This design comes from an exercise in tuning for small area, a short achievable clock period and few clock cycles on the open sky130 flow, not from production work.
RTL that was checked went through simulation tests only; none was proved equivalent to the original.
The RTL of runs 1 to 4 was laid out without a check of its function.
No activity file was given, so power comes from the tool's default toggle rates.

$ cat design.v
module c_subset_lexer (
    input  logic        clk,
    input  logic        rst_n,
    input  logic        char_valid,
    output logic        char_stall,
    input  logic [7:0]  char_code,
    output logic        token_valid,
    input  logic        token_stall,
    output logic [4:0]  token_kind,
    output logic [23:0] token_start,
    output logic [15:0] token_length,
    output logic [23:0] line_number,
    output logic [30:0] token_value,
    output logic        last_of_run
);
    localparam logic [4:0] K_EOF = 5'd0, K_ERROR = 5'd1, K_IDENT = 5'd2, K_NUMBER = 5'd3,
                           K_LPAREN = 5'd4, K_RPAREN = 5'd5, K_LBRACE = 5'd6, K_RBRACE = 5'd7,
                           K_SEMI = 5'd8, K_COMMA = 5'd9, K_PLUS = 5'd10, K_MINUS = 5'd11,
                           K_STAR = 5'd12, K_SLASH = 5'd13, K_BANG = 5'd14, K_NE = 5'd15,
                           K_ASSIGN = 5'd16, K_EQ = 5'd17, K_LT = 5'd18, K_LE = 5'd19,
                           K_GT = 5'd20, K_GE = 5'd21;
    localparam logic [4:0] W_NONE = 5'd0, W_I = 5'd1, W_IN = 5'd2, W_E = 5'd3, W_EL = 5'd4,
                           W_ELS = 5'd5, W_W = 5'd6, W_WH = 5'd7, W_WHI = 5'd8, W_WHIL = 5'd9,
                           W_R = 5'd10, W_RE = 5'd11, W_RET = 5'd12, W_RETU = 5'd13,
                           W_RETUR = 5'd14, W_IF = 5'd22, W_ELSE = 5'd23, W_INT = 5'd24,
                           W_WHILE = 5'd25, W_RETURN = 5'd26;
    localparam logic [30:0] VALUE_LIMIT = 31'h7FFF_FFFF;
    function automatic logic is_letter(input logic [7:0] c);
        is_letter = ((c >= "A") && (c <= "Z")) || ((c >= "a") && (c <= "z"));
    endfunction
    function automatic logic is_digit(input logic [7:0] c);
        is_digit = (c >= "0") && (c <= "9");
    endfunction
    function automatic logic [4:0] imm_kind(input logic [7:0] c);
        case (c)
            8'h00:   imm_kind = K_EOF;
            "(":     imm_kind = K_LPAREN;
            ")":     imm_kind = K_RPAREN;
            "{":     imm_kind = K_LBRACE;
            "}":     imm_kind = K_RBRACE;
            ";":     imm_kind = K_SEMI;
            ",":     imm_kind = K_COMMA;
            "+":     imm_kind = K_PLUS;
            "-":     imm_kind = K_MINUS;
            "*":     imm_kind = K_STAR;
            default: imm_kind = K_ERROR;
        endcase
    endfunction
    function automatic logic [4:0] kw_init(input logic [7:0] c);
        case (c)
            "i":     kw_init = W_I;
            "e":     kw_init = W_E;
            "w":     kw_init = W_W;
            "r":     kw_init = W_R;
            default: kw_init = W_NONE;
        endcase
    endfunction
    function automatic logic [4:0] kw_step(input logic [4:0] s, input logic [7:0] c);
        kw_step = W_NONE;
        case (s)
            W_I:     if (c == "f") kw_step = W_IF; else if (c == "n") kw_step = W_IN;
            W_IN:    if (c == "t") kw_step = W_INT;
            W_E:     if (c == "l") kw_step = W_EL;
            W_EL:    if (c == "s") kw_step = W_ELS;
            W_ELS:   if (c == "e") kw_step = W_ELSE;
            W_W:     if (c == "h") kw_step = W_WH;
            W_WH:    if (c == "i") kw_step = W_WHI;
            W_WHI:   if (c == "l") kw_step = W_WHIL;
            W_WHIL:  if (c == "e") kw_step = W_WHILE;
            W_R:     if (c == "e") kw_step = W_RE;
            W_RE:    if (c == "t") kw_step = W_RET;
            W_RET:   if (c == "u") kw_step = W_RETU;
            W_RETU:  if (c == "r") kw_step = W_RETUR;
            W_RETUR: if (c == "n") kw_step = W_RETURN;
            default: kw_step = W_NONE;
        endcase
    endfunction
    localparam int CF_W = 9;
    localparam int CF_WC = 0, CF_DG = 1, CF_US = 2, CF_NUL = 3, CF_NL = 4, CF_SL = 5,
                   CF_EQ = 6, CF_OP = 7, CF_IM = 8;
    function automatic logic [CF_W-1:0] classify(input logic [7:0] c);
        logic ltr, dg, us, nl, ws, sl, eq, op;
        ltr = is_letter(c);
        dg  = is_digit(c);
        us  = (c == "_");
        nl  = (c == 8'h0A);
        ws  = (c == " ") || (c == 8'h09) || (c == 8'h0D);
        sl  = (c == "/");
        eq  = (c == "=");
        op  = (c == "!") || eq || (c == "<") || (c == ">");
        classify = '0;
        classify[CF_WC]  = ltr || dg || us;
        classify[CF_DG]  = dg;
        classify[CF_US]  = us;
        classify[CF_NUL] = (c == 8'h00);
        classify[CF_NL]  = nl;
        classify[CF_SL]  = sl;
        classify[CF_EQ]  = eq;
        classify[CF_OP]  = op;
        classify[CF_IM]  = !(ltr || dg || us || nl || ws || sl || op);
    endfunction
    logic        va, vb;           
    logic [7:0]  ca, cb;           
    logic [CF_W-1:0] cf;           
    logic        m_word, m_num, m_numx, m_slash, m_comm, m_op;
    logic [1:0]  op;               
    logic [4:0]  kw;               
    logic        eof_pend;         
    logic        nl_pend;          
    logic [23:0] pos_last;         
    logic [23:0] line_last;        
    logic [15:0] len;              
    logic [30:0] acc;              
    logic        hs_pend;          
    logic        hv;               
    logic [4:0]  hkind;
    logic        hlast;
    logic        hvm;              
    logic [23:0] hs;               
    logic        sv;               
    logic [7:0]  sb;               
    logic        seof;             
    logic        sblk;             
    logic c_letter, c_digit, c_us, c_nul, c_nl, c_slash, c_eq, c_opch, c_imm, c_wc;
    assign c_wc     = cf[CF_WC];
    assign c_digit  = cf[CF_DG];
    assign c_us     = cf[CF_US];
    assign c_letter = c_wc && !c_digit && !c_us;
    assign c_nul    = cf[CF_NUL];
    assign c_nl     = cf[CF_NL];
    assign c_slash  = cf[CF_SL];
    assign c_eq     = cf[CF_EQ];
    assign c_opch   = cf[CF_OP];
    assign c_imm    = cf[CF_IM];
    logic pop, accept, fire, adv, split, m_idle, m_numa;
    assign m_idle     = !(m_word || m_num || m_numx || m_slash || m_comm || m_op);
    assign m_numa     = m_num || m_numx;
    assign split      = m_numa && c_us;
    assign pop        = hv && !token_stall;
    assign fire       = va && !(sv && sblk) && !(hv && token_stall);
    assign adv        = va && !(sv && sblk) && !split && !(hv && token_stall);
    assign char_stall = vb;
    assign accept     = char_valid && !vb;
    logic word_cont, num_cont, num_acc;
    logic pend_word, pend_num, pend_slash, pend_tok, pend_pos, pend_two;
    logic run_idle, st_word, st_num, imm_tok;
    logic [4:0] pend_kind;
    assign word_cont  = m_word && c_wc;
    assign num_cont   = m_numa && c_wc && !c_us;
    assign num_acc    = m_num && c_digit;
    assign pend_word  = m_word && !c_wc;
    assign pend_num   = m_numa && !(c_wc && !c_us);
    assign pend_slash = m_slash && !c_slash;
    assign pend_pos   = pend_slash || m_op;
    assign pend_two   = m_op && c_eq;
    assign pend_tok   = pend_word || pend_num || pend_pos;
    assign run_idle   = m_idle || pend_word || (pend_num && !c_us) || pend_slash ||
                        (m_op && !c_eq) || (m_comm && (c_nul || c_nl));
    assign st_word    = run_idle && c_wc && !c_digit;
    assign st_num     = run_idle && c_digit;
    assign imm_tok    = run_idle && c_imm;
    always_comb
    begin
        if (m_word)      pend_kind = kw[4] ? kw : K_IDENT;
        else if (m_numa) pend_kind = K_NUMBER;
        else if (m_slash) pend_kind = K_SLASH;
        else begin
            case (op)
                2'd0:    pend_kind = c_eq ? K_NE : K_BANG;
                2'd1:    pend_kind = c_eq ? K_EQ : K_ASSIGN;
                2'd2:    pend_kind = c_eq ? K_LE : K_LT;
                default: pend_kind = c_eq ? K_GE : K_GT;
            endcase
        end
    end
    logic [23:0] pos_cur, line_cur;
    assign pos_cur  = eof_pend ? 24'd0 : pos_last + 24'd1;
    assign line_cur = eof_pend ? 24'd1 :
                      (nl_pend && (line_last != 24'hFF_FFFF)) ? line_last + 24'd1 : line_last;
    logic [30:0] acc_step;
    logic        acc_sat;
    assign acc_sat  = (acc > 31'd214748364) || ((acc == 31'd214748364) && (ca[3:0] > 4'd7));
    logic [2:0]  acc_lo;
    logic [27:0] acc_hi;
    assign acc_lo   = {1'b0, ca[2:1]} + {1'b0, acc[1:0]};
    logic [27:0] ks_p, ks_g;
    logic [27:0] ks_gg [0:5];
    logic [27:0] ks_pp [0:5];
    logic        ks_ci;
    assign ks_ci = ca[3] || acc_lo[2];
    assign ks_p  = acc[27:0] ^ acc[29:2];
    assign ks_g  = acc[27:0] & acc[29:2];
    always_comb
    begin
        ks_gg[0]    = ks_g;
        ks_pp[0]    = ks_p;
        ks_gg[0][0] = ks_g[0] | (ks_p[0] & ks_ci);
        for (int l = 0; l < 5; l++) begin
            for (int i = 0; i < 28; i++) begin
                if (i >= (1 << l)) begin
                    ks_gg[l+1][i] = ks_gg[l][i] | (ks_pp[l][i] & ks_gg[l][i - (1 << l)]);
                    ks_pp[l+1][i] = ks_pp[l][i] & ks_pp[l][i - (1 << l)];
                end
                else begin
                    ks_gg[l+1][i] = ks_gg[l][i];
                    ks_pp[l+1][i] = ks_pp[l][i];
                end
            end
        end
    end
    assign acc_hi = ks_p ^ {ks_gg[5][26:0], ks_ci};
    assign acc_step = {acc_hi, acc_lo[1:0], ca[0]} | {31{acc_sat}};
    logic xfer;         
    logic to_head;      
    logic to_spare;     
    logic imm_head;     
    logic [7:0] kb;     
    assign xfer     = sv && pop;
    assign to_head  = fire && !sv && (pend_tok || imm_tok);
    assign imm_head = fire && !sv && !pend_tok && imm_tok;
    assign to_spare = fire && imm_tok && (sv || pend_tok);
    assign kb       = sv ? sb : ca;
    always_ff @(posedge clk or negedge rst_n)
    begin
        if (!rst_n) begin
            va       <= 1'b0;
            vb       <= 1'b0;
            m_word   <= 1'b0;
            m_num    <= 1'b0;
            m_numx   <= 1'b0;
            m_slash  <= 1'b0;
            m_comm   <= 1'b0;
            m_op     <= 1'b0;
            eof_pend <= 1'b1;
            nl_pend  <= 1'b0;
            hs_pend  <= 1'b0;
            hv       <= 1'b0;
            sv       <= 1'b0;
        end
        else begin
            va <= adv ? (vb || accept) : (va || accept);
            vb <= !adv && (vb || (va && accept));
            if (fire) begin
                m_word  <= word_cont || st_word;
                m_num   <= (m_num && c_digit) || st_num;
                m_numx  <= num_cont && (m_numx || c_letter);
                m_slash <= run_idle && c_slash;
                m_comm  <= (m_slash && c_slash) || (m_comm && !(c_nul || c_nl));
                m_op    <= run_idle && c_opch;
            end
            if (adv) begin
                eof_pend <= c_nul;
                nl_pend  <= c_nl;
            end
            if (fire && (st_word || st_num) && (sv || pend_tok)) begin
                hs_pend <= 1'b1;
            end
            else if (!(hv && token_stall)) begin
                hs_pend <= 1'b0;
            end
            if (xfer || to_head) begin
                hv <= 1'b1;
            end
            else if (pop) begin
                hv <= 1'b0;
            end
            if (to_spare) begin
                sv <= 1'b1;
            end
            else if (xfer) begin
                sv <= 1'b0;
            end
        end
    end
    always_ff @(posedge clk)
    begin
        if (adv ? !vb : !va) begin
            ca <= char_code;
            cf <= classify(char_code);
        end
        else if (adv) begin
            ca <= cb;
            cf <= classify(cb);
        end
        if (!adv && va && !vb) begin
            cb <= char_code;
        end
        if (adv) begin
            pos_last  <= pos_cur;
            line_last <= line_cur;
        end
        if (fire && run_idle && c_opch) begin
            op <= !ca[4] ? 2'd0 : c_eq ? 2'd1 : ca[1] ? 2'd3 : 2'd2;
        end
        if (fire && st_word) begin
            kw <= kw_init(ca);
        end
        else if (fire && word_cont) begin
            kw <= kw_step(kw, ca);
        end
        if (fire && (word_cont || num_cont)) begin
            len <= (len == 16'hFFFF) ? len : len + 16'd1;
        end
        else if (fire && (st_word || st_num || pend_slash || (m_op && !c_eq))) begin
            len <= 16'd1;
        end
        else if (fire && pend_two) begin
            len <= 16'd2;
        end
        else if (imm_head) begin
            len <= {15'd0, !c_nul};
        end
        else if (xfer) begin
            len <= {15'd0, !seof};
        end
        if (fire && st_num) begin
            acc <= {27'd0, ca[3:0]};
        end
        else if (fire && num_acc) begin
            acc <= acc_step;
        end
        else if (imm_head) begin
            acc <= {23'd0, ca};
        end
        else if (xfer) begin
            acc <= {23'd0, sb};
        end
        if (xfer || to_head) begin
            hkind <= (to_head && pend_tok) ? pend_kind : imm_kind(kb);
            hlast <= !to_spare || xfer;
            hvm   <= (to_head && pend_tok) ? m_numa : (imm_kind(kb) == K_ERROR);
        end
        if (xfer || (to_head && pend_pos) || (hs_pend && !(hv && token_stall))) begin
            hs <= pos_last;
        end
        else if (imm_head || (fire && (st_word || st_num))) begin
            hs <= pos_cur;
        end
        if (to_spare) begin
            sb   <= ca;
            seof <= c_nul;
            sblk <= c_nul || (imm_kind(ca) == K_ERROR);
        end
    end
    assign token_valid  = hv;
    assign token_kind   = hkind;
    assign token_start  = hs;
    assign token_length = len;
    assign line_number  = line_last;
    assign token_value  = hvm ? acc : 31'd0;
    assign last_of_run  = hlast;
endmodule
$ cat flow/run.sh
#!/bin/bash
# Layout flow: the standard synthesis unchanged, then the standard ORFS layout with
# plain buffers (not delay cells) on the ports and for timing repair, and a clock
# tree without dummy loads.
set -euo pipefail
bash standard.sh synth > synth.log 2>&1
export BUFFER_PORTS_ARGS="-buffer_cell sky130_fd_sc_hd__buf_1"
export DONT_USE_CELLS="sky130_fd_sc_hd__clkdlybuf4s15_1 sky130_fd_sc_hd__clkdlybuf4s15_2 sky130_fd_sc_hd__clkdlybuf4s18_1 sky130_fd_sc_hd__clkdlybuf4s18_2 sky130_fd_sc_hd__clkdlybuf4s25_1 sky130_fd_sc_hd__clkdlybuf4s25_2 sky130_fd_sc_hd__clkdlybuf4s50_1 sky130_fd_sc_hd__clkdlybuf4s50_2 sky130_fd_sc_hd__dlygate4sd1_1 sky130_fd_sc_hd__dlygate4sd2_1 sky130_fd_sc_hd__dlygate4sd3_1 sky130_fd_sc_hd__dlymetal6s2s_1 sky130_fd_sc_hd__dlymetal6s4s_1 sky130_fd_sc_hd__dlymetal6s6s_1"
export CTS_ARGS="-sink_clustering_enable -repair_clock_nets -dont_use_dummy_load -sink_clustering_size 24 -sink_clustering_max_diameter 80 -buf_list {sky130_fd_sc_hd__clkbuf_4 sky130_fd_sc_hd__clkbuf_8}"
bash standard.sh > layout.log 2>&1
$ cat standard.sh
#!/bin/bash
# synth_recipe.tcl (not shown) runs the flow's synth.tcl, then flattens the netlist and writes it again
# the make line also repeats each setting of config.mk as NAME=value (left out here)
make -C /OpenROAD-flow-scripts/flow DESIGN_CONFIG=/design/flow/config.mk WORK_HOME=/design/flow/orfs CLKGATE_MAP_FILE= SYNTH_SCRIPT=/design/flow/synth_recipe.tcl "${@:-finish}"
$ cat config.mk
export PLATFORM = sky130hd
export DESIGN_NAME = c_subset_lexer
export DESIGN_NICKNAME = c_subset_lexer
export VERILOG_FILES = /design/flow/design.v
export SDC_FILE = /design/flow/constraint.sdc
export NUM_CORES = 4
export LEC_CHECK = 0
export CAP_MARGIN = 20
export CORE_MARGIN = 4
export CORE_UTILIZATION = 40
export SETUP_SLACK_MARGIN = 4.0
export SLEW_MARGIN = 20
export TNS_END_PERCENT = 5
$ cat constraint.sdc
create_clock -name core_clock -period 6.5 [get_ports {clk}]
set_input_delay 1.3000 -clock core_clock [delete_from_list [all_inputs] [get_ports {clk}]]
set_output_delay 1.3000 -clock core_clock [all_outputs]
set_load 0.01 [all_outputs]
==> results.sh, run 1 <==
export IMPL_n_antenna_cell=0
export IMPL_required_ns=6.86
export IMPL_crit_type="reg -> reg"
export IMPL_critPathCaptureType="flip-flop"
export IMPL_synth_edf_count=141
export IMPL_core_area_sq_um=27200
export IMPL_syn_to_final_growth_pct=13.7
export IMPL_status="timing/DRC/antenna clean"
export IMPL_setup_violations=0
export IMPL_cp_common_cell="fa_2"
export IMPL_gp_congestion=0.890
export IMPL_grt_max_degree=65
export IMPL_p_leak_nw=4.58
export IMPL_crit_arrival_ns=3.72
export IMPL_overflow=0
export IMPL_critPathSlowestCell="edfxtp_1"
export IMPL_syn_area_sq_um=11100
export IMPL_path_cells="ha_2 -> inv_2 -> fa_2 -> nand2b_1 -> fa_2 -> fa_2 -> a21o_1 -> a31o_4 -> a2111oi_4 -> nor2_2 -> a221oi_4 -> buf_4 -> buf_6 -> xnor2_2 -> o21ai_1 -> nand2_1"
export IMPL_slew_headroom_pct=36.1
export IMPL_clockBufferDepth=2
export IMPL_synthTopCellsByCount="141 x edfxtp_1, 139 x nand2_1, 129 x nor2_1"
export IMPL_period_needed_ns=3.36
export IMPL_groute_usage_overall_pct=18.7
export IMPL_drive_above_1_share_pct=10.1
export IMPL_fp_dieH_um=175
export IMPL_worst_pin_slew_ns=0.952
export IMPL_hpwlAfterDp_um=20500
export IMPL_htreeDepth=4
export IMPL_async_flop_share_pct=7.18
export IMPL_powerDensity_nw_per_um2=473
export IMPL_nets=1351
export IMPL_ant_nets=0
export IMPL_crit_path_max_incr_delay_ns=0.42
export IMPL_fillers=2669
export IMPL_dr_total_vias=9245
export IMPL_cts_root_buffer="clkbuf_8"
export IMPL_hp_class="reg -> reg"
export IMPL_wirelength_um=29100
export IMPL_drtPass1Iterations=5
export IMPL_synth_most_common_cell="edfxtp_1"
export IMPL_clkSlewWorstSetupHoldPaths_ns=0.09
export IMPL_yosysTopAreaCellShare_pct=38.0
export IMPL_postCtsHoldBufs=0
export IMPL_cp_start_kind="flip-flop"
export IMPL_synthFlopType="edfxtp_1"
export IMPL_grt_pass1_vias=8652
export IMPL_rsz0062_at_grt="yes"
export IMPL_vdd_drop_max_mv=0.195
export IMPL_initial_core_util_pct=41.0
export IMPL_ys_seq_area_share_pct=45.8
export IMPL_fin_tns_setup_ns=0
export IMPL_crit_family="compound AO/OA/AOI/OAI gates"
export IMPL_crit_buf_inv=3
export IMPL_finish_utilization_pct=46.6
export IMPL_antenna_found_initial=0
export IMPL_io_pin_count=115
export IMPL_clock_sinks=181
export IMPL_ys_ff_latch=181
export IMPL_grt_pass1_wl_um=46900
export IMPL_cts_made_buffers=17
export IMPL_hold_viol=0
export IMPL_timing_final_crit_share_pct=51.7
export IMPL_maxSlewViolCount=0
export IMPL_syn_avg_cell_area_sq_um=9.40
export IMPL_placement_io_buffers=114
export IMPL_drt_iter0_markers=871
export IMPL_yosysWarningCount=3
export IMPL_synth_area_leaders="edfxtp_1 38%, dfxtp_1 4.9%, nand2_1 4.7%, nor2_1 4.3%, ha_1 3.7%"
export IMPL_maxCapViolations=0
export IMPL_fin_worst_skew_ns=0.0247
export IMPL_ys_types=84
export IMPL_hold_ws_ns=0.482
export IMPL_synth_fp_nets=1233
export IMPL_dpl_cell_count=1626
export IMPL_via_per_inst=5.53
export IMPL_fin_cells=1673
export IMPL_rows=60
export IMPL_wl_per_cell_um=17.4
export IMPL_cts_tree="yes"
export IMPL_drc_errors=0
export IMPL_synth_area_leader_cell="edfxtp_1"
export IMPL_syn_inst=1185
export IMPL_clk_latency_ns=0.46
export IMPL_die_area_sq_um=30600
export IMPL_fmax_mhz=298
export IMPL_die_w_um=175
export IMPL_worstPathMaxFanout=3
-- registers in the layout, summed over array words and instances (netlist names), 8 cells and up --
signal,flops
acc,31
ca,8
cb,8
cf,9
hs,24
len,16
line_last,24
pos_last,24
sb,8
-- power by group --
part / internal, mW / switching (mW)
registers: 2.00 / 0.576
logic: 1.14 / 1.68
clock network: 0.232 / 0.362
-- final timing paths --
path / startpoint / to / slack [ns] / cells past startpoint
max reg2reg: acc[0] / acc[21] / 3.14 / 16
max in group asynchronous: rst_n / sv / 5.08 / 1
min reg2reg: nl_pend / nl_pend / 0.48 / 2
min in group asynchronous: rst_n / m_numx / 0.89 / 1
max: acc[0] / acc[21] / 3.14 / 16
min: nl_pend / nl_pend / 0.48 / 2
-- tightest hold or removal path, stage by stage, from the launching register on --
cell and delay, ns:
dfrtp_1 0.35, nand2_1 0.05, nand2_1 0.05
-- final cells by class --
class                      instances  area, sq um  area share [%]
sequential                       181         5100            40.3
timing repair inverter             1         5.00          0.0395
timing repair buffer             148          768            6.06
tap                              372          465            3.67
clock buffer                      17          234            1.85
inverter                          30          116           0.918
multi-input combinational        924         5980            47.2
-- timing repair --
action                     4_1_cts  5_1_grt
resized for setup               28       25
gates cloned                     4        0
pin swaps                       13       16
setup endpoints to repair      208      193
buffers inserted                21        5
-- per-stage QoR --
step	setup slack, ns	area [sq um]	total power, mW
6_report	3.14	12700	5.99
5_1_grt	2.91	12700	6.43
4_1_cts	3.10	12500	5.93
3_5_place_dp	2.39	11900	5.08
3_3_place_gp	2.47	11900	5.03
2_1_floorplan	3.22	11200	4.28
-- kinds of logic (layout without fill, tap and decap cells) --
group,count (synthesis),in the layout,share of synthesized area (%)
AOI/OAI and AO/OA,265,266,15.2
xor gates and xnor gates,78,78,6.13
adders and majority gates,36,36,4.24
buffers and inverters,82,196,3.11
DFF,181,181,45.8
muxes,33,33,3.19
and+or+nand+nor,510,511,22.3
-- layout by cell type (no fill, tap or decap), drive strengths merged, types with 4 or more instances in the layout --
master	n
clkbuf	17
mux2	20
o211ai	9
mux2i	13
nand3	54
o31ai	10
and2	39
xnor2	37
nand2b	14
nor3	27
or2	4
a31oi	9
nor4	12
dfrtp	12
nand2	140
nand4	21
a221oi	4
o21a	5
or3	4
or4	4
a211oi	5
o21ai	75
dfxtp	27
a31o	6
and3	17
a21boi	8
a21o	14
o22ai	10
inv	29
and4	4
nor2b	20
a21oi	77
nor2	131
buf	147
ha	33
xor2	41
edfxtp	141
-- per-layer routing --
metal	vias up	global-route usage, %	wire length, um
met4	0	4.84	434
met5	-	0	0
li1	4538	-	-
met2	239	30.1	13500
met3	33	2.64	1080
met1	4435	26.8	14000
==> inputs of run 2 (changes only) <==
==> flow/run.sh (replaced) <==
#!/bin/bash
# Layout flow: the standard synthesis unchanged, then the standard ORFS layout with
# plain buffers (not delay cells) on the ports and for timing repair.
set -euo pipefail
bash standard.sh synth > synth.log 2>&1
export BUFFER_PORTS_ARGS="-buffer_cell sky130_fd_sc_hd__buf_2"
export DONT_USE_CELLS="sky130_fd_sc_hd__clkdlybuf4s15_1 sky130_fd_sc_hd__clkdlybuf4s15_2 sky130_fd_sc_hd__clkdlybuf4s18_1 sky130_fd_sc_hd__clkdlybuf4s18_2 sky130_fd_sc_hd__clkdlybuf4s25_1 sky130_fd_sc_hd__clkdlybuf4s25_2 sky130_fd_sc_hd__clkdlybuf4s50_1 sky130_fd_sc_hd__clkdlybuf4s50_2 sky130_fd_sc_hd__dlygate4sd1_1 sky130_fd_sc_hd__dlygate4sd2_1 sky130_fd_sc_hd__dlygate4sd3_1 sky130_fd_sc_hd__dlymetal6s2s_1 sky130_fd_sc_hd__dlymetal6s4s_1 sky130_fd_sc_hd__dlymetal6s6s_1"
bash standard.sh > layout.log 2>&1
==> results.sh, run 2 <==
export IMPL_multiInputGateArea_sq_um=5950
export IMPL_hp_class="reg -> reg"
export IMPL_ys_seq_area_share_pct=45.8
export IMPL_nets=1342
export IMPL_yosysWarningCount=3
export IMPL_final_common_cell="edfxtp_1"
export IMPL_path_cells="ha_2 -> inv_2 -> fa_2 -> nand2b_1 -> fa_2 -> fa_2 -> a21o_1 -> a31o_4 -> a2111oi_4 -> nor2_2 -> a221oi_2 -> o21bai_1 -> a211oi_2 -> o41ai_2"
export IMPL_via_per_inst=5.48
export IMPL_fillers=2629
export IMPL_synth_edf_count=141
export IMPL_drt_iter0_markers=860
export IMPL_postCtsHoldBufs=0
export IMPL_syn_area_sq_um=11100
export IMPL_groute_usage_overall_pct=18.6
export IMPL_maxSlewViolCount=0
export IMPL_fmax_mhz=294
export IMPL_vdd_drop_max_mv=0.207
export IMPL_critPathSlowestCell="edfxtp_1"
export IMPL_synth_fp_nets=1233
export IMPL_maxCapViolations=0
export IMPL_io_pin_count=115
export IMPL_powerDensity_nw_per_um2=492
export IMPL_top_register="acc"
export IMPL_rows=60
export IMPL_timing_final_crit_share_pct=52.4
export IMPL_grt_pass1_wl_um=46300
export IMPL_cp_start_kind="flip-flop"
export IMPL_synth_area_leaders="edfxtp_1 38%, dfxtp_1 4.9%, nand2_1 4.7%, nor2_1 4.3%, ha_1 3.7%"
export IMPL_async_flop_share_pct=7.18
export IMPL_worstPathMaxFanout=3
export IMPL_ys_types=84
export IMPL_setup_violations=0
export IMPL_crit_type="reg -> reg"
export IMPL_synth_most_common_cell="edfxtp_1"
export IMPL_p_leak_nw=5.00
export IMPL_grt_max_degree=65
export IMPL_htreeDepth=4
export IMPL_antenna_found_initial=0
export IMPL_hold_viol=0
export IMPL_drive_above_1_share_pct=18.9
export IMPL_drc_errors=0
export IMPL_hold_ws_ns=0.489
export IMPL_clockBufferDepth=2
export IMPL_die_area_sq_um=30600
export IMPL_synthFlopType="edfxtp_1"
export IMPL_wl_per_cell_um=17.3
export IMPL_fin_tns_setup_ns=0
export IMPL_cts_made_buffers=17
export IMPL_wirelength_um=29000
export IMPL_die_w_um=175
export IMPL_cts_root_buffer="clkbuf_16"
export IMPL_cts_tree="yes"
export IMPL_slew_headroom_pct=34.5
export IMPL_syn_inst=1185
export IMPL_worst_pin_slew_ns=0.983
export IMPL_clkSlewWorstSetupHoldPaths_ns=0.07
export IMPL_rsz0062_at_grt="yes"
export IMPL_largest_reg_flops=31
export IMPL_n_antenna_cell=0
export IMPL_status="timing/DRC/antenna clean"
export IMPL_dr_total_vias=9201
export IMPL_required_ns=6.81
export IMPL_critPathCaptureType="flip-flop"
export IMPL_fin_worst_skew_ns=0.00884
export IMPL_synth_area_leader_cell="edfxtp_1"
export IMPL_hpwlAfterDp_um=20700
export IMPL_syn_to_final_growth_pct=16.8
export IMPL_clock_sinks=181
export IMPL_cp_common_cell="fa_2"
export IMPL_crit_path_max_incr_delay_ns=0.43
export IMPL_crit_arrival_ns=3.71
export IMPL_ys_ff_latch=181
export IMPL_fp_dieH_um=175
export IMPL_overflow=0
export IMPL_grt_pass1_vias=8518
export IMPL_placement_io_buffers=114
export IMPL_yosysTopAreaCellShare_pct=38.0
export IMPL_core_area_sq_um=27200
export IMPL_synthTopCellsByCount="141 x edfxtp_1, 139 x nand2_1, 129 x nor2_1"
export IMPL_period_needed_ns=3.40
export IMPL_gp_congestion=0.933
export IMPL_drtPass1Iterations=5
export IMPL_ant_nets=0
export IMPL_clk_latency_ns=0.42
export IMPL_seqCellArea_sq_um=5100
export IMPL_final_cell_mix="141 x edfxtp_1, 136 x nand2_1, 124 x nor2_1, 113 x buf_2"
export IMPL_initial_core_util_pct=41.0
export IMPL_syn_avg_cell_area_sq_um=9.40
## run 2: cell counts after synthesis
Identical to the previous run, type by type.
## run 2: final cells by class
| type | instances | share of cell area (%) |
|---|---|---|
| Clock buffer | 18 | 3.30 |
| Tap cell | 372 | 3.58 |
| Inverter | 30 | 0.894 |
| Multi-Input combinational cell | 924 | 45.7 |
| Timing Repair Buffer | 139 | 6.00 |
| Timing Repair inverter | 1 | 0.0384 |
| Clock inverter | 14 | 1.32 |
| Sequential cell | 181 | 39.2 |
## run 2: final timing paths
path                          from  endpoint  slack (ns)  cells after the start
max                          ca[1]   acc[23]        3.10                     14
max reg2reg                  ca[1]   acc[23]        3.10                     14
min in group asynchronous    rst_n        vb        0.77                      1
min reg2reg                nl_pend   nl_pend        0.49                      2
max in group asynchronous    rst_n  eof_pend        5.43                      1
min                        nl_pend   nl_pend        0.49                      2
## run 2: layer usage
layer / GRT usage [%] / wire [um] / up-vias
met1: 26.3 / 13600 / 4299
met3: 2.57 / 1270 / 61
met2: 29.7 / 13300 / 288
li1: - / - / 4553
met5: 0 / 0 / -
met4: 5.86 / 762 / 0
## run 2: logic make-up after synthesis
| logic type | count (synthesis) | synth area share (%) |
|---|---|---|
| AOI/OAI and AO/OA | 265 | 15.2 |
| buffers and inverters | 82 | 3.11 |
| DFF | 181 | 45.8 |
| adders and majority gates | 36 | 4.24 |
| and+or+nand+nor | 510 | 22.3 |
| muxes | 33 | 3.19 |
| xor gates and xnor gates | 78 | 6.13 |
## run 2: power by group
| group | leakage [nW] | total (mW) | switching (mW) | internal (mW) |
|---|---|---|---|---|
| logic | 2.99 | 2.77 | 1.66 | 1.12 |
| clock network | 0.285 | 1.06 | 0.454 | 0.610 |
| registers | 1.72 | 2.57 | 0.573 | 2.00 |
## run 2: what timing repair did
item / CTS / global route
pin swaps: 6 / 10
endpoints found under the setup margin: 206 / 212
resized for setup: 13 / 22
setup buffers: 12 / 5
cloned: 3 / 0
## run 2: critical path, delay by kind of cell, from the launching register on
family	cells	cell delay [ns]
compound gates	7	1.57
fa+ha+maj	4	1.08
buf+inv	1	0.05
flops	1	0.43
simple gates	2	0.15
## run 2: per-stage QoR
stage,setup WS [ns],total power [mW],instance area [sq um],std cells,util [%]
after global routing,2.92,6.87,13000,1679,47.9
after floorplan,3.22,4.28,11200,1185,-
after CTS,3.14,6.38,12900,1674,47.4
after global placement,2.60,5.09,12100,1626,44.5
after detailed placement,2.52,5.14,12100,1627,44.5
final,3.10,6.41,13000,1679,47.9
==> inputs of run 3 (changes only) <==
--- a/design.v
+++ b/design.v
@@ -184,29 +184,5 @@
     logic [27:0] acc_hi;
+    logic        acc_ci;
     assign acc_lo   = {1'b0, ca[2:1]} + {1'b0, acc[1:0]};
-    logic [27:0] ks_p, ks_g;
-    logic [27:0] ks_gg [0:5];
-    logic [27:0] ks_pp [0:5];
-    logic        ks_ci;
-    assign ks_ci = ca[3] || acc_lo[2];
-    assign ks_p  = acc[27:0] ^ acc[29:2];
-    assign ks_g  = acc[27:0] & acc[29:2];
-    always_comb
-    begin
-        ks_gg[0]    = ks_g;
-        ks_pp[0]    = ks_p;
-        ks_gg[0][0] = ks_g[0] | (ks_p[0] & ks_ci);
-        for (int l = 0; l < 5; l++) begin
-            for (int i = 0; i < 28; i++) begin
-                if (i >= (1 << l)) begin
-                    ks_gg[l+1][i] = ks_gg[l][i] | (ks_pp[l][i] & ks_gg[l][i - (1 << l)]);
-                    ks_pp[l+1][i] = ks_pp[l][i] & ks_pp[l][i - (1 << l)];
-                end
-                else begin
-                    ks_gg[l+1][i] = ks_gg[l][i];
-                    ks_pp[l+1][i] = ks_pp[l][i];
-                end
-            end
-        end
-    end
-    assign acc_hi = ks_p ^ {ks_gg[5][26:0], ks_ci};
+    assign acc_hi   = acc[27:0] + acc[29:2] + {27'd0, acc_ci};
     assign acc_step = {acc_hi, acc_lo[1:0], ca[0]} | {31{acc_sat}};
@@ -274,13 +250,21 @@
     end
+    logic [7:0] ca_n;
+    logic [1:0] acc_n;
+    assign ca_n = (adv || !va) ? (vb ? cb : char_code) : ca;
+    always_comb
+    begin
+        if (fire && st_num)       acc_n = ca[1:0];
+        else if (fire && num_acc) acc_n = {acc_lo[0], ca[0]} | {2{acc_sat}};
+        else if (imm_head)        acc_n = ca[1:0];
+        else if (xfer)            acc_n = sb[1:0];
+        else                      acc_n = acc[1:0];
+    end
     always_ff @(posedge clk)
     begin
-        if (adv ? !vb : !va) begin
-            ca <= char_code;
-            cf <= classify(char_code);
-        end
-        else if (adv) begin
-            ca <= cb;
-            cf <= classify(cb);
+        acc_ci <= ca_n[3] || (ca_n[2] && acc_n[1]) || ((ca_n[2] || acc_n[1]) && ca_n[1] && acc_n[0]);
+        if (adv || !va) begin
+            ca <= vb ? cb : char_code;
+            cf <= vb ? classify(cb) : classify(char_code);
         end
-        if (!adv && va && !vb) begin
+        if (!vb) begin
             cb <= char_code;
==> flow/run.sh (replaced) <==
#!/bin/bash
# Layout flow: the standard synthesis unchanged, then the standard ORFS layout with
# plain buffers (not delay cells) on the ports and for timing repair, and a clock
# tree without dummy loads.
set -euo pipefail
bash standard.sh synth > synth.log 2>&1
export BUFFER_PORTS_ARGS="-buffer_cell sky130_fd_sc_hd__buf_1"
export DONT_USE_CELLS="sky130_fd_sc_hd__clkdlybuf4s15_1 sky130_fd_sc_hd__clkdlybuf4s15_2 sky130_fd_sc_hd__clkdlybuf4s18_1 sky130_fd_sc_hd__clkdlybuf4s18_2 sky130_fd_sc_hd__clkdlybuf4s25_1 sky130_fd_sc_hd__clkdlybuf4s25_2 sky130_fd_sc_hd__clkdlybuf4s50_1 sky130_fd_sc_hd__clkdlybuf4s50_2 sky130_fd_sc_hd__dlygate4sd1_1 sky130_fd_sc_hd__dlygate4sd2_1 sky130_fd_sc_hd__dlygate4sd3_1 sky130_fd_sc_hd__dlymetal6s2s_1 sky130_fd_sc_hd__dlymetal6s4s_1 sky130_fd_sc_hd__dlymetal6s6s_1"
export CTS_ARGS="-sink_clustering_enable -repair_clock_nets -dont_use_dummy_load -sink_clustering_size 24 -sink_clustering_max_diameter 80 -buf_list {sky130_fd_sc_hd__clkbuf_8}"
bash standard.sh > layout.log 2>&1
==> results.sh, run 3 <==
export IMPL_wl_per_cell_um=17.2
export IMPL_synthTopCellsByCount="135 x nand2_1, 130 x edfxtp_1, 127 x nor2_1"
export IMPL_clock_sinks=182
export IMPL_yosysTopAreaCellShare_pct=35.0
export IMPL_fin_worst_skew_ns=0.0546
export IMPL_crit_path_max_incr_delay_ns=0.46
export IMPL_syn_area_sq_um=11100
export IMPL_via_per_inst=5.60
export IMPL_largest_reg_flops=31
export IMPL_worst_pin_slew_ns=0.934
export IMPL_p_int_mw=3.38
export IMPL_overflow=0
export IMPL_path_cells="ha_1 -> a21oi_1 -> a21oi_1 -> o41ai_4 -> nor3_2 -> o31a_1 -> o31a_1 -> o21ai_0 -> mux2_2 -> o21ai_1"
export IMPL_crit_arrival_ns=3.31
export IMPL_hold_viol=0
export IMPL_maxCapViolations=0
export IMPL_final_cell_mix="133 x nand2_1, 130 x edfxtp_1, 124 x nor2_1, 113 x buf_1, 74 x o21ai_0"
export IMPL_rows=60
export IMPL_period_needed_ns=2.94
export IMPL_placed_area_sq_um=11900
export IMPL_power_mw=6.08
export IMPL_finish_utilization_pct=45.6
export IMPL_worstPathMaxFanout=4
export IMPL_grt_pass1_wl_um=45300
export IMPL_ant_nets=0
export IMPL_cts_made_buffers=17
export IMPL_powerDensity_nw_per_um2=491
export IMPL_core_area_sq_um=27200
export IMPL_timing_final_crit_share_pct=45.2
export IMPL_drt_iter0_markers=707
export IMPL_synth_most_common_cell="nand2_1"
export IMPL_clk_latency_ns=0.48
export IMPL_fin_cells=1658
export IMPL_status="timing/DRC/antenna clean"
export IMPL_die_w_um=175
export IMPL_dpl_cell_count=1618
export IMPL_p_seq_share_pct=43.5
export IMPL_required_ns=6.87
export IMPL_synth_edf_count=130
export IMPL_gp_congestion=0.911
export IMPL_critPathCaptureType="flip-flop"
export IMPL_placement_io_buffers=114
export IMPL_fmax_mhz=340
export IMPL_maxSlewViolCount=0
export IMPL_clkSlewWorstSetupHoldPaths_ns=0.07
export IMPL_io_pin_count=115
export IMPL_netSwitchingPower_mw=2.70
export IMPL_final_setup_worst_slack_ns=3.56
export IMPL_ys_ff_latch=182
export IMPL_combPwrFrac_pct=47.0
export IMPL_p_leak_nw=4.55
export IMPL_final_common_cell="nand2_1"
export IMPL_synth_fp_nets=1234
export IMPL_initial_core_util_pct=41.0
export IMPL_hpwlAfterDp_um=20100
export IMPL_syn_to_final_growth_pct=11.1
export IMPL_p_clk_share_pct=9.6
export IMPL_n_antenna_cell=0
export IMPL_grt_pass1_vias=8579
export IMPL_drtPass1Iterations=6
export IMPL_nets=1335
export IMPL_ys_seq_area_share_pct=45.0
export IMPL_fin_tns_setup_ns=0
export IMPL_clockBufferDepth=2
export IMPL_groute_usage_overall_pct=18.0
export IMPL_syn_avg_cell_area_sq_um=9.39
export IMPL_vdd_drop_max_mv=0.184
export IMPL_critPathSlowestCell="edfxtp_1"
export IMPL_antenna_found_initial=1
export IMPL_swShare_pct=44.4
export IMPL_top_register="acc"
export IMPL_fin_area_sq_um=12400
export IMPL_synth_area_leader_cell="edfxtp_1"
export IMPL_synthFlopType="edfxtp_1"
export IMPL_hp_class="reg -> reg"
export IMPL_cts_root_buffer="clkbuf_8"
export IMPL_wirelength_um=28500
export IMPL_syn_inst=1187
export IMPL_cp_start_kind="flip-flop"
export IMPL_crit_type="reg -> reg"
export IMPL_fp_dieH_um=175
export IMPL_setup_violations=0
export IMPL_ys_types=80
export IMPL_postCtsHoldBufs=0
export IMPL_drc_errors=0
export IMPL_slew_headroom_pct=37.4
export IMPL_drive_above_1_share_pct=9.95
export IMPL_die_area_sq_um=30600
export IMPL_hold_ws_ns=0.504
export IMPL_htreeDepth=4
export IMPL_yosysWarningCount=1
export IMPL_cts_tree="yes"
export IMPL_grt_max_degree=63
export IMPL_async_flop_share_pct=7.14
export IMPL_pre_cts_slack_ns=2.48
export IMPL_dr_total_vias=9293
export IMPL_r2r_setup_slack_ns=3.56
export IMPL_synth_area_leaders="edfxtp_1 35%, dfxtp_1 7.0%, nand2_1 4.5%, nor2_1 4.3%, ha_1 3.7%"
export IMPL_rsz0062_at_grt="yes"
==> run 3: changes by cell type after synthesis, sizes merged, moves of 6 or more <==
cell    previous run  this run
or3                4        20
nand3             54        40
dfxtp             27        39
edfxtp           141       130
mux2              20        31
a21oi             77        69
clkbuf            39        47
o21ai             75        83
a21boi             7         0
nand4             21        14
inv               30        24
==> run 3: cell families after synthesis <==
group | after synthesis | synth area share, %
AOI/OAI and AO/OA | 268 | 15.7
xor gates and xnor gates | 71 | 5.58
adders and majority gates | 35 | 4.07
buffers and inverters | 82 | 3.04
DFF | 182 | 45.0
muxes | 41 | 4.03
and+or+nand+nor | 508 | 22.6
==> run 3: power by group through the flow <==
| stage | Sequential, mW | Clock [mW] | Combinational (mW) |
|---|---|---|---|
| floorplan | 2.47 | 0 | 2.00 |
| global placement | 2.67 | 0 | 2.60 |
| detailed placement | 2.68 | 0 | 2.63 |
| CTS | 2.65 | 0.599 | 2.75 |
| global route | 2.72 | 0.642 | 3.17 |
| finish | 2.64 | 0.580 | 2.85 |
==> run 3: cell type report <==
type                       count  area, sq um
tap                          372          465
fill                        2652        14800
timing repair buffer         137          614
inverter                      24         93.8
clock buffer                  17          234
sequential                   182         5020
multi-input combinational    926         5950
==> run 3: metal layers <==
| metal | vias to the layer above | GRT usage (%) | share of wire, % |
|---|---|---|---|
| met2 | 272 | 28.8 | 45 |
| met5 | - | 0 | 0.046 |
| met1 | 4438 | 25.5 | 48 |
| met3 | 46 | 2.47 | 5.0 |
| li1 | 4535 | - | - |
| met4 | 2 | 5.30 | 2.0 |
==> run 3: critical path, delay by kind of cell, from the launching register on <==
kind                       cells  cell delay, ns
and+or+nand+nor                1            0.11
AOI/OAI and AO/OA              7            1.57
muxes                          1            0.36
adders and majority gates      1            0.39
DFF                            1            0.46
==> run 3: worst paths after layout <==
check	end	start	depth (start not counted)
setup / recovery	acc[26]	acc[2]	10
hold / removal	acc[14]	acc[14]	2
setup reg to reg	acc[26]	acc[2]	10
hold reg to reg	acc[14]	acc[14]	2
max in group asynchronous	sv	rst_n	1
min in group asynchronous	vb	rst_n	1
==> run 3: repair_timing <==
action,CTS,global route
gates resized for setup,11,26
pin swaps,3,8
setup endpoints to repair,199,197
buffers inserted,4,16
cloned,3,0
==> inputs of run 4 (changes only) <==
--- a/config.mk
+++ b/config.mk
@@ -10,3 +10,3 @@
 export CORE_UTILIZATION = 40
-export SETUP_SLACK_MARGIN = 4.0
+export SETUP_SLACK_MARGIN = 4.4
 export SLEW_MARGIN = 20
==> results.sh, run 4 <==
export IMPL_die_area_sq_um=30600
export IMPL_netSwitchingPower_mw=2.74
export IMPL_hold_viol=0
export IMPL_initial_core_util_pct=41.0
export IMPL_clkSlewWorstSetupHoldPaths_ns=0.07
export IMPL_worstRegToRegCells=12
export IMPL_pre_cts_slack_ns=2.48
export IMPL_combPwrFrac_pct=48.2
export IMPL_status="timing/DRC/antenna clean"
export IMPL_syn_avg_cell_area_sq_um=9.39
export IMPL_hpwlAfterDp_um=20100
export IMPL_p_leak_nw=4.66
export IMPL_p_seq_share_pct=42.4
export IMPL_synthFlopType="edfxtp_1"
export IMPL_drt_iter0_markers=741
export IMPL_fin_worst_skew_ns=0.0507
export IMPL_clk_latency_ns=0.47
export IMPL_r2r_start="acc[2]"
export IMPL_overflow=0
export IMPL_via_per_inst=5.59
export IMPL_core_area_sq_um=27200
export IMPL_synth_fp_nets=1234
export IMPL_rsz0062_at_grt="yes"
export IMPL_syn_area_sq_um=11100
export IMPL_final_common_cell="nand2_1"
export IMPL_finish_utilization_pct=46.3
export IMPL_placed_area_sq_um=11900
export IMPL_wl_per_cell_um=17.2
export IMPL_crit_type="reg -> reg"
export IMPL_dpl_cell_count=1618
export IMPL_synth_most_common_cell="nand2_1"
export IMPL_top_register="acc"
export IMPL_swShare_pct=44.0
export IMPL_dr_total_vias=9360
export IMPL_fmax_mhz=340
export IMPL_syn_to_final_growth_pct=12.9
export IMPL_placement_io_buffers=114
export IMPL_wirelength_um=28800
export IMPL_setup_violations=0
export IMPL_clock_sinks=182
export IMPL_final_setup_worst_slack_ns=3.56
export IMPL_vdd_drop_max_mv=0.181
export IMPL_drtPass1Iterations=5
export IMPL_yosysWarningCount=1
export IMPL_syn_inst=1187
export IMPL_largest_reg_flops=31
export IMPL_period_needed_ns=2.94
export IMPL_grt_use_met1_pct=25.7
export IMPL_cp_start_kind="flip-flop"
export IMPL_p_int_mw=3.47
export IMPL_r2r_setup_slack_ns=3.56
export IMPL_ant_nets=0
export IMPL_synth_edf_count=130
export IMPL_required_ns=6.82
export IMPL_yosysTopAreaCellShare_pct=35.0
export IMPL_worstPathMaxFanout=3
export IMPL_p_clk_share_pct=9.4
export IMPL_final_cell_mix="132 x nand2_1, 130 x edfxtp_1, 123 x nor2_1, 113 x buf_1, 72 x o21ai_0"
export IMPL_synthTopCellsByCount="135 x nand2_1, 130 x edfxtp_1, 127 x nor2_1"
export IMPL_r2r_end="acc[25]"
export IMPL_maxSlewViolCount=0
export IMPL_startpoint="acc[2]"
export IMPL_worst_pin_slew_ns=0.917
export IMPL_fin_tns_setup_ns=0
export IMPL_timing_final_crit_share_pct=45.3
export IMPL_ys_seq_area_share_pct=45.0
export IMPL_nets=1351
export IMPL_antenna_found_initial=0
export IMPL_cts_tree="yes"
export IMPL_n_antenna_cell=0
export IMPL_gp_congestion=0.911
export IMPL_fillers=2629
export IMPL_met2_usage_pct=28.9
export IMPL_fin_area_sq_um=12600
export IMPL_ys_ff_latch=182
export IMPL_maxCapViolations=0
export IMPL_drive_above_1_share_pct=11.6
export IMPL_grtUsageMet3_pct=2.47
export IMPL_htreeDepth=4
export IMPL_crit_arrival_ns=3.27
export IMPL_ys_types=80
export IMPL_fp_dieH_um=175
export IMPL_slew_headroom_pct=38.5
export IMPL_endpoint="acc[25]"
export IMPL_hp_class="reg -> reg"
export IMPL_gr_max_usage_layer="met2"
export IMPL_groute_usage_overall_pct=18.1
export IMPL_async_flop_share_pct=7.14
export IMPL_powerDensity_nw_per_um2=494
export IMPL_drc_errors=0
export IMPL_grt_pass1_vias=8645
export IMPL_cts_made_buffers=17
export IMPL_grt_pass1_wl_um=45500
export IMPL_clockBufferDepth=2
export IMPL_synth_area_leaders="edfxtp_1 35%, dfxtp_1 7.0%, nand2_1 4.5%, nor2_1 4.3%, ha_1 3.7%"
export IMPL_critPathCaptureType="flip-flop"
export IMPL_synth_area_leader_cell="edfxtp_1"
export IMPL_grt_max_degree=63
export IMPL_die_w_um=175
export IMPL_io_pin_count=115
export IMPL_fin_cells=1674
export IMPL_rows=60
export IMPL_postCtsHoldBufs=0
export IMPL_cts_root_buffer="clkbuf_8"
[run 4: power groups by stage]
| stage | Clock (mW) | Sequential (mW) | Combinational, mW |
|---|---|---|---|
| after CTS | 0.599 | 2.64 | 2.85 |
| after global placement | 0 | 2.67 | 2.60 |
| final | 0.583 | 2.63 | 2.99 |
| after detailed placement | 0 | 2.68 | 2.63 |
| after global routing | 0.642 | 2.71 | 3.31 |
| after floorplan | 0 | 2.47 | 2.00 |
[run 4: critical path, stage by stage (launching register included)]
cell	delay, ns
edfxtp_1	0.46
inv_2	0.09
fa_1	0.19
inv_1	0.06
fa_2	0.36
a21oi_2	0.19
o21ai_2	0.09
a31o_4	0.26
o31ai_4	0.21
o21ai_2	0.12
o41ai_4	0.38
xnor2_1	0.12
a221o_1	0.32
[run 4: cell families (layout without fill, tap and decap cells)]
logic type / after synthesis / in the layout / share of synthesized area, %
mux: 41 / 41 / 4.03
compound gates: 268 / 268 / 15.7
flops: 182 / 182 / 45.0
buf+inv: 82 / 193 / 3.04
fa+ha+maj: 35 / 35 / 4.07
xor+xnor: 71 / 71 / 5.58
simple gates: 508 / 512 / 22.6
[run 4: what timing repair did]
action / CTS / global route
pin swaps: 7 / 12
setup buffers: 14 / 21
cloned: 4 / 0
endpoints found under the setup margin: 332 / 351
gates resized for setup: 22 / 32
[run 4: layout make-up]
| cell class | count | area, sq um | area share [%] |
|---|---|---|---|
| Clock buffer | 17 | 234 | 1.86 |
| Inverter | 24 | 93.8 | 0.746 |
| Timing Repair Buffer | 152 | 773 | 6.15 |
| Tap cell | 372 | 465 | 3.70 |
| Multi-Input combinational cell | 927 | 5990 | 47.6 |
| Sequential cell | 182 | 5020 | 39.9 |
[run 4: worst min-delay path by stage]
stage,cells after the start,from,slack (ns),to
5_1_grt,1,nl_pend,0.54,nl_pend
2_1_floorplan,0,ca[2],0.41,sb[2]
3_3_place_gp,1,nl_pend,0.49,nl_pend
4_1_cts,2,acc[14],0.51,acc[14]
3_5_place_dp,2,acc[14],0.50,acc[14]
6_report,2,acc[14],0.50,acc[14]
[run 4: through the flow]
step / hold WS, ns / power [mW]
after global placement: 0.492 / 5.27
after floorplan: 0.406 / 4.47
after detailed placement: 0.502 / 5.31
final: 0.504 / 6.21
after CTS: 0.512 / 6.09
after global routing: 0.540 / 6.66
[run 4: metal layers]
metal	wire length (um)	part of all wire (%)
met5	0	0
met4	579	2.0
met3	1530	5.3
met2	13100	46
met1	13600	47
==> inputs of run 5 (changes only) <==
--- a/design.v
+++ b/design.v
@@ -268,3 +268,3 @@
         end
-        if (!vb) begin
+        if (!adv && va && !vb) begin
             cb <= char_code;
--- a/config.mk
+++ b/config.mk
@@ -10,3 +10,3 @@
 export CORE_UTILIZATION = 40
-export SETUP_SLACK_MARGIN = 4.4
+export SETUP_SLACK_MARGIN = 4.0
 export SLEW_MARGIN = 20
==> results.sh, run 5 <==
export IMPL_synth_edf_count=138
export IMPL_syn_avg_cell_area_sq_um=9.53
export IMPL_crit_type="reg -> reg"
export IMPL_period_needed_ns=2.98
export IMPL_maxCapViolations=0
export IMPL_cts_made_buffers=17
export IMPL_clock_sinks=182
export IMPL_largest_reg_flops=31
export IMPL_hold_viol=0
export IMPL_clkSlewWorstSetupHoldPaths_ns=0.07
export IMPL_p_leak_nw=4.54
export IMPL_nets=1324
export IMPL_r2r_start="acc[0]"
export IMPL_clockBufferDepth=2
export IMPL_drt_iter0_markers=698
export IMPL_ys_types=81
export IMPL_via_per_inst=5.67
export IMPL_slew_headroom_pct=41.4
export IMPL_ys_seq_area_share_pct=45.7
export IMPL_hp_class="reg -> reg"
export IMPL_drive_above_1_share_pct=9.73
export IMPL_worst_pin_slew_ns=0.879
export IMPL_antenna_found_initial=0
export IMPL_cp_start_kind="flip-flop"
export IMPL_final_cell_mix="138 x edfxtp_1, 128 x nand2_1, 127 x nor2_1, 114 x buf_1, 70 x o21ai_0"
export IMPL_vdd_drop_max_mv=0.142
export IMPL_p_clk_share_pct=14.7
export IMPL_setup_violations=0
export IMPL_worstPathMaxFanout=3
export IMPL_timing_final_crit_share_pct=45.8
export IMPL_fp_dieH_um=175
export IMPL_overflow=0
export IMPL_r2r_setup_slack_ns=3.52
export IMPL_placement_io_buffers=114
export IMPL_combPwrFrac_pct=33.6
export IMPL_ant_nets=0
export IMPL_cts_tree="yes"
export IMPL_maxSlewViolCount=0
export IMPL_seqCellArea_sq_um=5110
export IMPL_syn_to_final_growth_pct=12.2
export IMPL_initial_core_util_pct=41.0
export IMPL_drtPass1Iterations=5
export IMPL_finish_utilization_pct=46.0
export IMPL_drc_errors=0
export IMPL_ys_ff_latch=182
export IMPL_rows=60
export IMPL_critPathSlowestCell="a221o_2"
export IMPL_cts_root_buffer="clkbuf_8"
export IMPL_p_seq_share_pct=51.7
export IMPL_async_flop_share_pct=7.14
export IMPL_grt_pass1_vias=8620
export IMPL_multiInputGateArea_sq_um=5940
export IMPL_syn_area_sq_um=11100
export IMPL_wirelength_um=28800
export IMPL_yosysTopAreaCellShare_pct=37.2
export IMPL_required_ns=6.83
export IMPL_synthTopCellsByCount="138 x edfxtp_1, 132 x nor2_1, 129 x nand2_1"
export IMPL_io_pin_count=115
export IMPL_htreeDepth=4
export IMPL_worstRegToRegCells=12
export IMPL_die_w_um=175
export IMPL_powerDensity_nw_per_um2=322
export IMPL_syn_inst=1169
export IMPL_synth_most_common_cell="edfxtp_1"
export IMPL_n_antenna_cell=0
export IMPL_synth_fp_nets=1216
export IMPL_gp_congestion=0.920
export IMPL_crit_arrival_ns=3.30
export IMPL_top_register="acc"
export IMPL_groute_usage_overall_pct=18.2
export IMPL_fin_worst_skew_ns=0.0354
export IMPL_worstHoldStart="nl_pend"
export IMPL_yosysWarningCount=1
export IMPL_hold_depth=2
export IMPL_crit_path_max_incr_delay_ns=0.44
export IMPL_r2r_end="acc[25]"
export IMPL_p_int_mw=2.44
export IMPL_path_cells="inv_2 -> fa_2 -> inv_2 -> fa_2 -> a211oi_2 -> o21bai_1 -> a221o_2 -> a41oi_4 -> nor3_2 -> a31oi_1 -> xnor2_1 -> a221o_1"
export IMPL_status="timing/DRC/antenna clean"
export IMPL_synth_area_leader_cell="edfxtp_1"
export IMPL_synth_area_leaders="edfxtp_1 37%, dfxtp_1 5.6%, nor2_1 4.4%, nand2_1 4.3%, ha_1 3.7%"
export IMPL_clk_latency_ns=0.46
export IMPL_final_common_cell="edfxtp_1"
export IMPL_fillers=2627
export IMPL_holdPathEnd="nl_pend"
export IMPL_dr_total_vias=9343
export IMPL_grt_max_degree=59
export IMPL_netSwitchingPower_mw=1.59
export IMPL_grt_pass1_wl_um=45900
export IMPL_rsz0062_at_grt="yes"
export IMPL_wl_per_cell_um=17.5
export IMPL_die_area_sq_um=30600
export IMPL_hpwlAfterDp_um=20300
export IMPL_critPathCaptureType="flip-flop"
export IMPL_core_area_sq_um=27200
export IMPL_fmax_mhz=336
export IMPL_synthFlopType="edfxtp_1"
export IMPL_swShare_pct=39.5
export IMPL_fin_tns_setup_ns=0
run 5: layout make-up:
| class | instances | area share [%] |
|---|---|---|
| multi-input combinational | 914 | 47.5 |
| inverter | 22 | 0.691 |
| timing repair buffer | 140 | 5.29 |
| tap | 372 | 3.73 |
| clock buffer | 17 | 1.87 |
| sequential | 182 | 40.9 |
run 5: layer usage:
| metal | routed length [um] | share of wire [%] | global-route usage [%] | up-vias |
|---|---|---|---|---|
| li1 | - | - | - | 4525 |
| met1 | 13900 | 48 | 26.5 | 4516 |
| met2 | 13100 | 45 | 28.1 | 271 |
| met3 | 1480 | 5.1 | 3.59 | 31 |
| met4 | 379 | 1.3 | 4.58 | 0 |
| met5 | 0 | 0 | 0 | - |
run 5: worst max path at each step:
stage,endpoint,slack [ns],cells past startpoint,start
2_1_floorplan,len[0],3.55,7,token_stall
3_3_place_gp,hs[18],2.68,6,token_stall
3_5_place_dp,hs[18],2.61,6,token_stall
4_1_cts,acc[29],3.51,12,acc[0]
5_1_grt,acc[29],3.37,12,acc[0]
6_report,acc[25],3.52,12,acc[0]
run 5: cell families (layout without fill, tap and decap cells):
| kind of cell | after synthesis | count (layout) | share of synthesized area [%] |
|---|---|---|---|
| DFF | 182 | 182 | 45.7 |
| adders and majority gates | 35 | 35 | 4.07 |
| xor gates and xnor gates | 76 | 76 | 5.98 |
| buffers and inverters | 75 | 179 | 2.69 |
| and+or+nand+nor | 502 | 504 | 22.2 |
| muxes | 37 | 37 | 3.60 |
| AOI/OAI and AO/OA | 262 | 262 | 15.8 |
run 5: worst max-delay path, delay by kind of cell (launching register included):
kind	cells	cell delay (ns)
buffers and inverters	2	0.14
AOI/OAI and AO/OA	6	1.48
xor gates and xnor gates	1	0.11
adders and majority gates	2	0.58
and+or+nand+nor	1	0.10
DFF	1	0.43
run 5: power groups by stage:
stage	registers, mW	clock network [mW]	logic, mW
6_report	2.08	0.592	1.35
5_1_grt	2.13	0.659	1.51
4_1_cts	2.08	0.606	1.31
3_5_place_dp	2.11	0	1.26
3_3_place_gp	2.10	0	1.24
2_1_floorplan	1.90	0	1.02
run 5: stage by stage:
stage	setup WS [ns]	hold WS, ns	std cells	instance area [sq um]	power (mW)
after floorplan	3.55	0.406	1169	11200	2.92
after global placement	2.68	0.463	1607	11900	3.34
after detailed placement	2.61	0.473	1607	11900	3.36
after CTS	3.51	0.491	1634	12300	3.99
after global routing	3.37	0.524	1647	12500	4.30
final	3.52	0.490	1647	12500	4.02
run 5: timing repair:
item | in CTS | in global routing
resized for setup | 17 | 24
pin swaps | 8 | 12
endpoints found under the hold margin | 0 | 0
setup endpoints to repair | 212 | 221
gates cloned | 2 | 0
hold buffers | 0 | 0
buffers inserted | 8 | 13
Testbench counts of run 5, summed over its fixed seeds: cycles 24,152.
==> inputs of run 6 (changes only) <==
--- a/design.v
+++ b/design.v
@@ -144,2 +144,4 @@
     logic word_cont, num_cont, num_acc;
+    logic len_small;
+    assign len_small = (len[15:3] == 13'd0);
     logic pend_word, pend_num, pend_slash, pend_tok, pend_pos, pend_two;
@@ -163,3 +165,12 @@
     begin
-        if (m_word)      pend_kind = kw[4] ? kw : K_IDENT;
+        if (m_word) begin
+            pend_kind = K_IDENT;
+            if (len_small) begin
+                if (kw[0] && (len[2:0] == 3'd2)) pend_kind = W_IF;
+                if (kw[1] && (len[2:0] == 3'd3)) pend_kind = W_INT;
+                if (kw[2] && (len[2:0] == 3'd4)) pend_kind = W_ELSE;
+                if (kw[3] && (len[2:0] == 3'd5)) pend_kind = W_WHILE;
+                if (kw[4] && (len[2:0] == 3'd6)) pend_kind = W_RETURN;
+            end
+        end
         else if (m_numa) pend_kind = K_NUMBER;
@@ -268,3 +279,3 @@
         end
-        if (!adv && va && !vb) begin
+        if (!vb) begin
             cb <= char_code;
@@ -279,6 +290,14 @@
         if (fire && st_word) begin
-            kw <= kw_init(ca);
+            kw <= {ca == "r", ca == "w", ca == "e", ca == "i", ca == "i"};
         end
         else if (fire && word_cont) begin
-            kw <= kw_step(kw, ca);
+            kw[0] <= kw[0] && len_small && (len[2:0] == 3'd1) && (ca == "f");
+            kw[1] <= kw[1] && len_small && (((len[2:0] == 3'd1) && (ca == "n")) || ((len[2:0] == 3'd2) && (ca == "t")));
+            kw[2] <= kw[2] && len_small && (((len[2:0] == 3'd1) && (ca == "l")) || ((len[2:0] == 3'd2) && (ca == "s")) ||
+                                            ((len[2:0] == 3'd3) && (ca == "e")));
+            kw[3] <= kw[3] && len_small && (((len[2:0] == 3'd1) && (ca == "h")) || ((len[2:0] == 3'd2) && (ca == "i")) ||
+                                            ((len[2:0] == 3'd3) && (ca == "l")) || ((len[2:0] == 3'd4) && (ca == "e")));
+            kw[4] <= kw[4] && len_small && (((len[2:0] == 3'd1) && (ca == "e")) || ((len[2:0] == 3'd2) && (ca == "t")) ||
+                                            ((len[2:0] == 3'd3) && (ca == "u")) || ((len[2:0] == 3'd4) && (ca == "r")) ||
+                                            ((len[2:0] == 3'd5) && (ca == "n")));
         end
--- a/flow/run.sh
+++ b/flow/run.sh
@@ -8,3 +8,3 @@
 export DONT_USE_CELLS="sky130_fd_sc_hd__clkdlybuf4s15_1 sky130_fd_sc_hd__clkdlybuf4s15_2 sky130_fd_sc_hd__clkdlybuf4s18_1 sky130_fd_sc_hd__clkdlybuf4s18_2 sky130_fd_sc_hd__clkdlybuf4s25_1 sky130_fd_sc_hd__clkdlybuf4s25_2 sky130_fd_sc_hd__clkdlybuf4s50_1 sky130_fd_sc_hd__clkdlybuf4s50_2 sky130_fd_sc_hd__dlygate4sd1_1 sky130_fd_sc_hd__dlygate4sd2_1 sky130_fd_sc_hd__dlygate4sd3_1 sky130_fd_sc_hd__dlymetal6s2s_1 sky130_fd_sc_hd__dlymetal6s4s_1 sky130_fd_sc_hd__dlymetal6s6s_1"
-export CTS_ARGS="-sink_clustering_enable -repair_clock_nets -dont_use_dummy_load -sink_clustering_size 24 -sink_clustering_max_diameter 80 -buf_list {sky130_fd_sc_hd__clkbuf_8}"
+export CTS_ARGS="-sink_clustering_enable -repair_clock_nets -dont_use_dummy_load -sink_clustering_size 24 -sink_clustering_max_diameter 80 -buf_list {sky130_fd_sc_hd__clkbuf_8 sky130_fd_sc_hd__clkbuf_16}"
 bash standard.sh > layout.log 2>&1
==> results.sh, run 6 <==
export IMPL_groute_usage_overall_pct=18.0
export IMPL_ys_seq_area_share_pct=45.7
export IMPL_synth_area_leaders="edfxtp_1 36%, dfxtp_1 7.1%, nand2_1 4.8%, nor2_1 4.0%, ha_1 4.0%"
export IMPL_clk_latency_ns=0.43
export IMPL_htreeDepth=4
export IMPL_grt_pass1_vias=8636
export IMPL_period_needed_ns=2.89
export IMPL_crit_arrival_ns=3.19
export IMPL_crit_buf_inv=0
export IMPL_seqCellArea_sq_um=5010
export IMPL_crit_path_max_incr_delay_ns=0.49
export IMPL_die_w_um=174
export IMPL_drt_iter0_markers=680
export IMPL_required_ns=6.80
export IMPL_synth_fp_nets=1216
export IMPL_status="timing/DRC/antenna clean"
export IMPL_fillers=2546
export IMPL_crit_type="reg -> reg"
export IMPL_fin_cells=1639
export IMPL_vdd_drop_max_mv=0.259
export IMPL_placement_io_buffers=114
export IMPL_nets=1349
export IMPL_syn_avg_cell_area_sq_um=9.40
export IMPL_syn_area_sq_um=11000
export IMPL_async_flop_share_pct=7.14
export IMPL_n_antenna_cell=0
export IMPL_setup_violations=0
export IMPL_io_pin_count=115
export IMPL_worst_pin_slew_ns=1.01
export IMPL_drc_errors=0
export IMPL_yosysWarningCount=1
export IMPL_critPathCaptureType="flip-flop"
export IMPL_cts_made_buffers=17
export IMPL_initial_core_util_pct=40.7
export IMPL_grt_max_degree=49
export IMPL_top_register="acc"
export IMPL_syn_inst=1167
export IMPL_via_per_inst=5.62
export IMPL_cp_start_kind="flip-flop"
export IMPL_final_common_cell="nand2_1"
export IMPL_synth_area_leader_cell="edfxtp_1"
export IMPL_wl_per_cell_um=17.0
export IMPL_yosysTopAreaCellShare_pct=35.6
export IMPL_ys_types=81
export IMPL_cts_root_buffer="clkbuf_16"
export IMPL_core_area_sq_um=27000
export IMPL_fin_tns_setup_ns=0
export IMPL_timing_final_crit_share_pct=44.4
export IMPL_fp_dieH_um=174
export IMPL_critPathSlowestCell="a2111o_1"
export IMPL_path_cells="ha_1 -> a21oi_1 -> nor2_1 -> a2111oi_1 -> nor2_1 -> a2111o_1 -> and3b_1 -> or3_1 -> a21oi_1 -> o21ai_1"
export IMPL_dpl_cell_count=1585
export IMPL_worstPathMaxFanout=6
export IMPL_synthTopCellsByCount="139 x nand2_1, 130 x edfxtp_1, 117 x nor2_1"
export IMPL_multiInputGateArea_sq_um=5870
export IMPL_fin_worst_skew_ns=0.0278
export IMPL_synth_edf_count=130
export IMPL_final_cell_mix="133 x nand2_1, 130 x edfxtp_1, 113 x nor2_1, 113 x buf_1, 66 x a21oi_1"
export IMPL_clkSlewWorstSetupHoldPaths_ns=0.06
export IMPL_clock_sinks=182
export IMPL_maxCapViolations=0
export IMPL_hp_class="reg -> reg"
export IMPL_cts_tree="yes"
export IMPL_wirelength_um=27800
export IMPL_drtPass1Iterations=5
export IMPL_fmax_mhz=346
export IMPL_maxSlewViolCount=0
export IMPL_crit_family="compound AO/OA/AOI/OAI gates"
export IMPL_drive_above_1_share_pct=10.8
export IMPL_powerDensity_nw_per_um2=507
export IMPL_ys_ff_latch=182
export IMPL_synthFlopType="edfxtp_1"
export IMPL_synth_most_common_cell="nand2_1"
export IMPL_largest_reg_flops=31
export IMPL_hold_viol=0
export IMPL_die_area_sq_um=30100
export IMPL_finish_utilization_pct=46.9
export IMPL_antenna_found_initial=0
export IMPL_overflow=0
export IMPL_grt_pass1_wl_um=45100
export IMPL_dr_total_vias=9217
export IMPL_hpwlAfterDp_um=19900
export IMPL_clockBufferDepth=2
export IMPL_rsz0062_at_grt="yes"
export IMPL_slew_headroom_pct=32.8
export IMPL_syn_to_final_growth_pct=15.3
export IMPL_rows=60
export IMPL_p_leak_nw=4.77
export IMPL_gp_congestion=0.894
export IMPL_ant_nets=0
## run 6: changes by cell type in the layout (fill, tap and decap cells not counted), moves of 8 or more
| cell | before | now |
|---|---|---|
| clkbuf_8 | 17 | 0 |
| edfxtp_1 | 138 | 130 |
| buf_4 | 23 | 40 |
| nor2_1 | 127 | 113 |
| dfxtp_1 | 27 | 36 |
| a221o_1 | 13 | 0 |
| o31ai_1 | 6 | 14 |
| clkbuf_16 | 0 | 18 |
| a21o_1 | 14 | 23 |
| a21oi_1 | 54 | 66 |
## run 6: where the power goes
| part | leakage [nW] | switching [mW] | internal [mW] |
|---|---|---|---|
| clock | 0.209 | 0.393 | 0.456 |
| sequential | 1.73 | 0.639 | 2.02 |
| combinational | 2.84 | 1.72 | 1.18 |
## run 6: kinds of logic after synthesis
group,count (synthesis),share of synthesized area (%)
multiplexers,33,3.28
flip-flops,182,45.7
adder cells (fa/ha/maj),37,4.36
XOR/XNOR,76,6.07
buffers and inverters,72,2.61
AND/OR/NAND/NOR,500,22.4
AO/OA/AOI/OAI,267,15.6
## run 6: layer usage
layer  vias to the layer above  global-route usage, %  routed length [um]
met2                       251                   29.6               13200
met5                         -                      0                   0
met3                        28                   2.90                1420
met1                      4382                   24.9               12800
li1                       4556                      -                   -
met4                         0                   4.65                 407
## run 6: layout make-up
cell class | instances | area share [%]
Clock buffer | 17 | 3.36
Inverter | 29 | 0.890
Sequential cell | 182 | 39.6
Timing Repair Buffer | 157 | 6.33
Multi-Input combinational cell | 913 | 46.4
Tap cell | 341 | 3.37
## run 6: tightest hold or removal path, delay by kind of cell, from the launching register on
kind	cells	cell delay [ns]
flip-flops	1	0.36
AND/OR/NAND/NOR	2	0.11
## run 6: metrics by stage
stage / total power, mW / setup slack [ns] / hold slack, ns / area, sq um
global placement: 5.25 / 2.50 / 0.496 / 11800
finish: 6.42 / 3.61 / 0.515 / 12600
CTS: 6.31 / 3.67 / 0.506 / 12400
detailed placement: 5.29 / 2.45 / 0.503 / 11800
global route: 6.91 / 3.51 / 0.529 / 12600
floorplan: 4.44 / 3.24 / 0.424 / 11000
## run 6: timing repair
action                     CTS  global route
setup endpoints to repair  212           203
setup buffers               17            19
resized for setup           26            18
pin swaps                   13            19
cloned                       0             1
hold buffers                 0             0
## run 6: path summary, 6_finish.rpt
kind | start | end | slack [ns] | depth (start not counted)
max in group asynchronous | rst_n | m_slash | 5.01 | 1
min reg2reg | acc[10] | acc[10] | 0.51 | 2
max reg2reg | acc[10] | acc[28] | 3.61 | 10
max | acc[10] | acc[28] | 3.61 | 10
min | acc[10] | acc[10] | 0.51 | 2
min in group asynchronous | rst_n | m_word | 0.96 | 1
Testbench counts of run 6, summed over its fixed seeds: cycles 24,152.

Setup slack of run 6, layout unchanged: 3.611 ns with ideal ports, 3.611 ns with driving cells assumed (clock clkbuf_16, inputs buf_2), 3.187 ns with port delays also shifted by the 0.466 ns mid clock arrival.
